Source: an optimization exercise on an open RTL-to-GDS flow (aim: a short achievable clock period and few clock cycles). Production flows keep margins and buffers that such runs may drop. Only simulation tests tie the RTL to the original design; equivalence was not proved. Power figures rest on the tool's default switching activity, not on a simulated workload.

== the reference run ==
// mips_pipe_top
module mips_pipe_top
(
    input  logic                clk,
    input  logic                reset,
    input  logic                instr_valid,
    input  mips_pkg::instr_t    instr,
    output logic                instr_credit,
    output logic                wb_valid,
    output mips_pkg::reg_addr_t wb_reg,
    output mips_pkg::word_t     wb_data
);
Size in the first run: about 12000 cells after synthesis, about 2400 flip-flops, ~74 I/O pins, ~0.11 mm² of cells after synthesis.
clock: 6.5 ns
lec_check: 0
cap_margin: 20
core_margin: 2
core_utilization: 45
cts_cluster_diameter: 80
cts_cluster_size: 24
setup_slack_margin: 3.8
slew_margin: 20
tns_end_percent: 100
run.sh (not shown) runs the stock make flow with config.mk's settings and CLKGATE_MAP_FILE= SYNTH_SCRIPT=/design/flow/synth_recipe.tcl, a recipe that flattens the netlist after the stock synthesis.
Testbench counts of the reference run, summed over its fixed seeds: cycles 4,824.
For the trial run, these inputs were changed with respect to the reference run:
--- a/flow/design.v
+++ b/flow/design.v
@@ -30,22 +30,20 @@
     output logic [31:0]         rt_sel,
     output logic                rs_from_r,
     output logic                rt_from_r,
     output logic                rs_from_w,
     output logic                rt_from_w,
     output logic                id_valid,
     output logic [159:0]        id_cmp,
-    output logic [31:0]         id_zero,
-    output logic [31:0]         id_one,
-    output logic                id_fwd_a,
     output logic                ex_write,
     output logic                ex_store,
     output mips_pkg::reg_addr_t ex_dest,
     output logic [15:0]         ex_sel,
     output logic                ex_slt,
+    output logic                ex_fwd_a,
     output logic                ex_fwd_sd,
     output mips_pkg::word_t     ex_a,
     output mips_pkg::word_t     ex_a2,
     output mips_pkg::word_t     ex_b,
     output logic                ex_inv,
     output mips_pkg::word_t     ex_sd,
     output logic [31:0]         ex_word_a
@@ -152,28 +150,25 @@
     logic                c_ar;
     logic                c_rr;
     mips_pkg::word_t     imm_ext;
     logic [31:0]         word_a;
     assign use_imm = id_addi || id_lw || id_sw;
     assign inv     = id_sub || id_slt;
     assign imm_ext = {{16{id_imm[15]}}, id_imm};
-    assign fa       = id_rs_ex;
-    assign id_fwd_a = fa;
+    assign fa   = id_rs_ex;
     assign fb   = id_rt_ex && !use_imm;
     assign c_ab = !fa && !fb;
     assign c_rb =  fa && !fb;
     assign c_ar = !fa &&  fb;
     assign c_rr =  fa &&  fb;
     always_comb
     begin
         for (int j = 0; j < mips_pkg::MEM_WORDS; j++)
         begin
             id_cmp[5*j +: 5] = 5'(j) - id_imm[4:0];
-            id_zero[j]       = (id_imm[4:0] == 5'(j));          
-            id_one[j]        = (id_imm[4:0] == 5'(j) - 5'd1);   
             word_a[j]        = (rs_data[4:0] == id_cmp[5*j +: 5]);
         end
     end
     always_ff @(posedge clk)
     begin
         if (reset)
         begin
@@ -202,21 +197,22 @@
         ex_sel[10] <= c_ar && id_or;
         ex_sel[11] <= c_rr && (id_and || id_or);
         ex_sel[12] <= c_ab && id_slt;
         ex_sel[13] <= c_rb && id_slt;
         ex_sel[14] <= c_ar && id_slt;
         ex_sel[15] <= id_lw;
         ex_slt     <= id_slt;
+        ex_fwd_a   <= fa;
         ex_fwd_sd  <= id_rt_ex;
         ex_a       <= rs_data;
         ex_a2      <= inv ? ~rs_data : rs_data;
         ex_b       <= use_imm ? imm_ext : (inv ? ~rt_data : rt_data);
         ex_inv     <= inv;
         ex_sd      <= rt_data;
-        ex_word_a  <= fa ? '0 : word_a;   
+        ex_word_a  <= word_a;
     end
 endmodule
 `timescale 1ns/1ns
 module mips_reg_file
 (
     input  logic                clk,
     input  logic                reset,
@@ -259,25 +255,23 @@
 (
     input  logic                clk,
     input  logic                reset,
     input  logic                ex_write,
     input  mips_pkg::reg_addr_t ex_dest,
     input  logic [15:0]         ex_sel,
     input  logic                ex_slt,
+    input  logic                ex_fwd_a,
     input  logic                ex_fwd_sd,
     input  mips_pkg::word_t     ex_a,
     input  mips_pkg::word_t     ex_a2,
     input  mips_pkg::word_t     ex_b,
     input  logic                ex_inv,
     input  mips_pkg::word_t     ex_sd,
     input  logic [31:0]         ex_word_a,
     input  logic [159:0]        id_cmp,
-    input  logic [31:0]         id_zero,
-    input  logic [31:0]         id_one,
-    input  logic                id_fwd_a,
     input  mips_pkg::word_t     load_data,
     output logic [31:0]         mem_word,
     output mips_pkg::word_t     store_data,
     output logic                r_write,
     output mips_pkg::reg_addr_t r_dest,
     output mips_pkg::word_t     r_data
 );
@@ -303,24 +297,22 @@
                  | ({32{ex_sel[9]}}  & (r_data | ex_b))
                  | ({32{ex_sel[10]}} & (ex_a2 | r_data))
                  | ({32{ex_sel[11]}} & r_data)
                  | ({32{ex_sel[15]}} & load_data);
     assign lt = (ex_sel[12] && !s_ab[33])
              || (ex_sel[13] && !s_rb[33])
              || (ex_sel[14] && s_ar[32]);
-    assign mem_word   = word_r | ex_word_a;
+    assign mem_word   = ex_fwd_a ? word_r : ex_word_a;
     assign store_data = ex_fwd_sd ? r_data : ex_sd;
     always_comb
     begin
         for (int j = 0; j < mips_pkg::MEM_WORDS; j++)
         begin
-            if (!id_fwd_a)
-                word_r_next[j] = 1'b0;
-            else if (ex_slt)
-                word_r_next[j] = lt ? id_one[j] : id_zero[j];
+            if (ex_slt)
+                word_r_next[j] = (id_cmp[5*j +: 5] == {4'b0, lt});
             else
                 word_r_next[j] = (value[4:0] == id_cmp[5*j +: 5]);
         end
     end
     always_ff @(posedge clk)
     begin
         if (reset)
@@ -400,22 +392,20 @@
     logic                rt_from_r;
     logic                rs_from_w;
     logic                rt_from_w;
     mips_pkg::word_t     rs_data;
     mips_pkg::word_t     rt_data;
     logic                id_valid;
     logic [159:0]        id_cmp;
-    logic [31:0]         id_zero;
-    logic [31:0]         id_one;
-    logic                id_fwd_a;
     logic                ex_write;
     logic                ex_store;
     mips_pkg::reg_addr_t ex_dest;
     logic [15:0]         ex_sel;
     logic                ex_slt;
+    logic                ex_fwd_a;
     logic                ex_fwd_sd;
     mips_pkg::word_t     ex_a;
     mips_pkg::word_t     ex_a2;
     mips_pkg::word_t     ex_b;
     logic                ex_inv;
     mips_pkg::word_t     ex_sd;
     logic [31:0]         ex_word_a;
### Flow results
The trial run — power share of the combinational group 2.3 points higher, the reference run as reference. The sequential cell count of the trial run and that of the reference run are within noise of each other. Going from the reference run to the trial run, number of global-route vias before repair flat; sequential share of layout area went down by 0.80 points; initial cell density of the core flat; number of filler cells placed in the layout fell by 560; share of the cycle needed by the critical path after routing dropped 2.9 points. From the reference run to the trial run the numbers moved as follows: post-route worst hold slack moved down, power in sequential cells held, worst voltage drop across the vdd grid increased by about 2.5% relative to the old numbers, placed instance count shows a reduction of 107, final layout net count went up by about 0.5%. Area growth from synthesis to final layout: the trial run vs the reference run up 2.9 points.
Testbench counts of the trial run, summed over its fixed seeds: cycles 4,824.

## afterwards: timing with drivers on the ports
No port has a modelled driver above. Below, the same layouts with a new extraction and two added sets of constraints. Step 1, drivers: a clkbuf_16 drives clk and a buf_2 each remaining input, both assumed. Step 2 moves the port delays by t, midway between the first and last clock arrival at a register: inputs arrive t later, outputs are due t later. That takes back most of the time a late clock gives input paths. Slacks: ideal / step 1 / step 2; pairs: ideal / step 1.
| run | shift t [ns] | setup WS [ns] | worst setup path at the end | clock arrival spread, ns | worst register clock-pin slew, ns |
|---|---|---|---|---|---|
| the reference run | 0.934 | 2.858 / 2.858 / 2.858 | register to register | 0.051 / 0.051 | 0.11 / 0.11 |
| the trial run | 0.955 | 3.049 / 3.049 / 2.904 | input to register | 0.060 / 0.061 | 0.11 / 0.11 |
After both steps setup and hold are still met in every run listed. For the trial run, which loses most, drivers alone change the setup slack by 0.000 ns; drivers and shift together by -0.145 ns.
